This is an optimization exercise on Yosys and OpenROAD, whose aim is small area and a short achievable clock period, not a production implementation. The RTL was checked by simulation tests, not by an equivalence proof against the original design. Power figures rest on the tool's default switching activity, not on a simulated workload.

old:
## erx_dispatch
module erx_dispatch
#(
    parameter int          PW     = 104,
    parameter int          NCH    = 3,
    parameter int          DEPTH  = 8,
    parameter int          MODE   = 0,
    parameter int          ASHIFT = 20,
    parameter logic [11:0] ID     = 12'h800,
    parameter int          AFULL  = 2,
    parameter int          TOW    = 12
) (
    input  logic                clk,
    input  logic                nreset,
    input  logic                rx_access,
    input  logic [PW-1:0]       rx_packet,
    output logic                rx_wait,
    output logic [NCH-1:0]      ch_access,
    output logic [NCH*PW-1:0]   ch_packet,
    input  logic [NCH-1:0]      ch_wait,
    output logic [NCH-1:0]      overflow,
    output logic [15:0]         drop_count,
    output logic [NCH-1:0]      timeout,
    input  logic                clear
);
Size: about 2,500 flip-flops.
export LEC_CHECK = 0
export CAP_MARGIN = 20
export CORE_MARGIN = 2
export CORE_UTILIZATION = 60
export CTS_CLUSTER_DIAMETER = 100
export CTS_CLUSTER_SIZE = 30
export SETUP_SLACK_MARGIN = 3.2
export SLEW_MARGIN = 20
create_clock -name core_clock -period 5.5 [get_ports {clk}]
standard.sh (not shown) runs the stock make flow with config.mk's settings and CLKGATE_MAP_FILE= SYNTH_SCRIPT=/design/flow/synth_recipe.tcl, a recipe that flattens the netlist after the stock synthesis.
==> flow/flow/run.sh <==
#!/bin/bash
# Standard layout with two changes: the port buffers are plain sky130
# buffers (buf_2) rather than the delay-cell buffers buffer_ports picks by
# default, and the resizer may swap a cell for one of another footprint
# (MATCH_CELL_FOOTPRINT=0), so it can really upsize cells on slow paths.
set -euo pipefail
export BUFFER_PORTS_ARGS="-buffer_cell sky130_fd_sc_hd__buf_2"
bash standard.sh MATCH_CELL_FOOTPRINT=0 finish > standard.log 2>&1
old went all the way through the flow, and no timing, DRC or antenna check failed.
diff inputs: old => new
Settings: SETUP_SLACK_MARGIN changed from 3.2 to 3.0.
- new reached the final stage; the timing, DRC and antenna checks on its layout passed.
- Internal reg-to-reg setup slack: new vs old down 0.11 ns
- Measured against each other, old and new differ in met2 layer usage reported by global route, the lower figure coming from new.
- When new is measured against old, its initial antenna violation count turns out 5 lower.
- Compared with old, new shows a length of routed met2 wiring that is 8.0% lower.
- Against old as the reference, new delivers a lower length of routed met3 wiring.
- Re part of the total power dissipated in combinational logic: old was higher than new.

========
## job 101
Another version of the RTL of erx_dispatch (not shown whole).
Size: about 2500 flip-flops, roughly 450 I/O pins, roughly 92000 um2 of cells after synthesis.
Settings: LEC_CHECK=0, CAP_MARGIN=20, CORE_MARGIN=2, CORE_UTILIZATION=70, CTS_CLUSTER_DIAMETER=80, CTS_CLUSTER_SIZE=24, SETUP_SLACK_MARGIN=3.0, SLEW_MARGIN=20; clock period 5.5 ns.
==> flow/flow/run.sh <==
#!/bin/bash
# Standard layout, except that the port buffers are plain sky130 buffers
# (buf_2) rather than the delay-cell buffers buffer_ports picks by default.
set -euo pipefail
export BUFFER_PORTS_ARGS="-buffer_cell sky130_fd_sc_hd__buf_2"
bash standard.sh finish > standard.log 2>&1
The following lists how job 102 was set up differently from job 101:
- changing CTS_CLUSTER_DIAMETER from 80 to 100
- changing CORE_UTILIZATION from 70 to 60
- changing CTS_CLUSTER_SIZE from 24 to 30
[summary]
- Job 102: total power of the final layout 3.4% below job 101
- The highest clock rate in job 102 sits 1.6% below the value recorded for job 101.
- Relative to job 101, data arrival time of the worst path has gone up in job 102.
- Job 102: final non-filler cell area 550 um2 below job 101
- | remaining antenna violation count | job 101 vs job 102 | ≈ equal |
- Non-clock buffer count for job 102: 6 up relative to job 101
- Job 102 gives less utilization than job 101 did.
- Between job 102 and job 101, wire length of the first global-routing pass is lower for job 101, job 102 comes in above that.
- ch_wait[1] as the startpoint of the most critical setup path was reported by job 101, and ch_wait[2] by job 102.
- The lower total net switching power of job 102 and job 101 is in job 102.

========
erx_dispatch, a different RTL version from the one above (not shown whole).
Size: about 5100 cells after synthesis, ~2500 flip-flops, roughly 450 I/O pins.
export LEC_CHECK = 0
export CAP_MARGIN = 20
export CORE_MARGIN = 2
export CORE_UTILIZATION = 60
export SETUP_SLACK_MARGIN = 2.8
export SLEW_MARGIN = 20
create_clock -name core_clock -period 5.5 [get_ports {clk}]
run.sh (not shown) runs the stock make flow with config.mk's settings and CLKGATE_MAP_FILE= SYNTH_SCRIPT=/design/flow/synth_recipe.tcl, a recipe that flattens the netlist after the stock synthesis.
Stock flow here: none of the scripts above is used.
==> next run, changes <==
==> flow/flow/run.sh (new file) <==
#!/bin/bash
# Standard layout, except that the port buffers are plain sky130 buffers
# (buf_2) rather than the delay-cell buffers buffer_ports picks by default.
set -euo pipefail
export BUFFER_PORTS_ARGS="-buffer_cell sky130_fd_sc_hd__buf_2"
bash standard.sh finish > standard.log 2>&1
==> flow/standard.sh (new file) <==
#!/bin/bash
# synth_recipe.tcl (not shown) runs the flow's synth.tcl, then flattens the netlist and writes it again
# the make line also repeats each setting of config.mk as NAME=value (left out here)
make -C /OpenROAD-flow-scripts/flow DESIGN_CONFIG=/design/flow/config.mk WORK_HOME=/design/flow/orfs CLKGATE_MAP_FILE= SYNTH_SCRIPT=/design/flow/synth_recipe.tcl "${@:-finish}"
CTS_CLUSTER_DIAMETER = 100   (was not set)
CTS_CLUSTER_SIZE = 30   (was not set)
SETUP_SLACK_MARGIN = 3.0   (was 2.8)
removed: flow/run.sh
Effect: Register-to-register slack loses 0.07 ns. Power falls by about 18%. Design area is lower by about 7%. Count of clock-buffer cells in the layout went down by 181. Core utilization fell by 4.6 points. Synthesized area stays the same. Wire length drops by 2.8%.
==> next run, changes <==
CORE_ASPECT_RATIO = 0.5   (was not set)
Result:
- first-iteration DRC count increases by 8.6%
- combinational power hardly moves
- via count grows by 0.92%
- critical path depth rose by 3
- wire length is higher by 1.1%
- hold slack improves by 0.028 ns
- worst setup slack improved by 0.055 ns
- clock-buffer cell count rises by 19
- non-clock buffer count goes down by 3
- synthesized area does not change
- global-route usage rises by 0.26 points
==> next run, changes <==
==> flow/flow/run.sh (replaced) <==
#!/bin/bash
# Standard layout with two changes: the port buffers are plain sky130
# buffers (buf_2) rather than the delay-cell buffers buffer_ports picks by
# default, and the resizer may swap a cell for one of another footprint
# (MATCH_CELL_FOOTPRINT=0), so it can really upsize cells on slow paths.
set -euo pipefail
export BUFFER_PORTS_ARGS="-buffer_cell sky130_fd_sc_hd__buf_2"
bash standard.sh MATCH_CELL_FOOTPRINT=0 finish > standard.log 2>&1
CORE_ASPECT_RATIO = not set   (was 0.5)
Result:
- fmax goes down by 2.1%
- global-route usage goes down by 0.26 points
- power goes down by 0.39%
- non-clock buffer count goes up by 3
- combinational power barely changes
- worst setup slack degrades by 0.055 ns
- sequential power hardly moves
- cell area hardly moves

separate check: timing with driven ports:
No port has a modelled driver above. Below, the same layouts with a new extraction and two added sets of constraints. Step 1 (the two cells are an assumption about what drives the block):
set clk [get_ports {clk}]
set_driving_cell -lib_cell sky130_fd_sc_hd__clkbuf_16 $clk
set_driving_cell -lib_cell sky130_fd_sc_hd__buf_2 [delete_from_list [all_inputs] $clk]
Step 2 times the ports against the registers' clock, not the clock port: input delays grow and output delays shrink by t, the midpoint of the rising clock arrivals with the driver on. Three values: ideal ports, drivers, drivers and shift; two values: the first two.
run	t (ns)	slack for setup (ns)	hold WS [ns]	worst data-port slew with drivers (ns)
old	0.835	3.049 / 2.997 / 2.278	0.473 / 0.473 / 0.473	0.13
new	0.835	2.958 / 2.942 / 2.196	0.470 / 0.470 / 0.470	0.14
job 101	0.870	2.829 / 2.769 / 2.029	0.456 / 0.456 / 0.456	0.17
job 102	0.847	2.786 / 2.762 / 2.013	0.472 / 0.472 / 0.472	0.17
the first run of note 3	0.922	2.762 / 2.676 / 1.939	0.458 / 0.458 / 0.458	0.15
the second run of note 3	0.821	2.851 / 2.759 / 2.139	0.474 / 0.474 / 0.474	0.12
the third run of note 3	0.818	2.905 / 2.857 / 2.075	0.502 / 0.502 / 0.502	0.14
the fourth run of note 3	0.821	2.851 / 2.759 / 2.139	0.474 / 0.474 / 0.474	0.12
After both steps setup and hold are still met in every run listed. For the third run of note 3, which loses most, drivers alone change the setup slack by -0.048 ns; drivers and shift together by -0.830 ns.
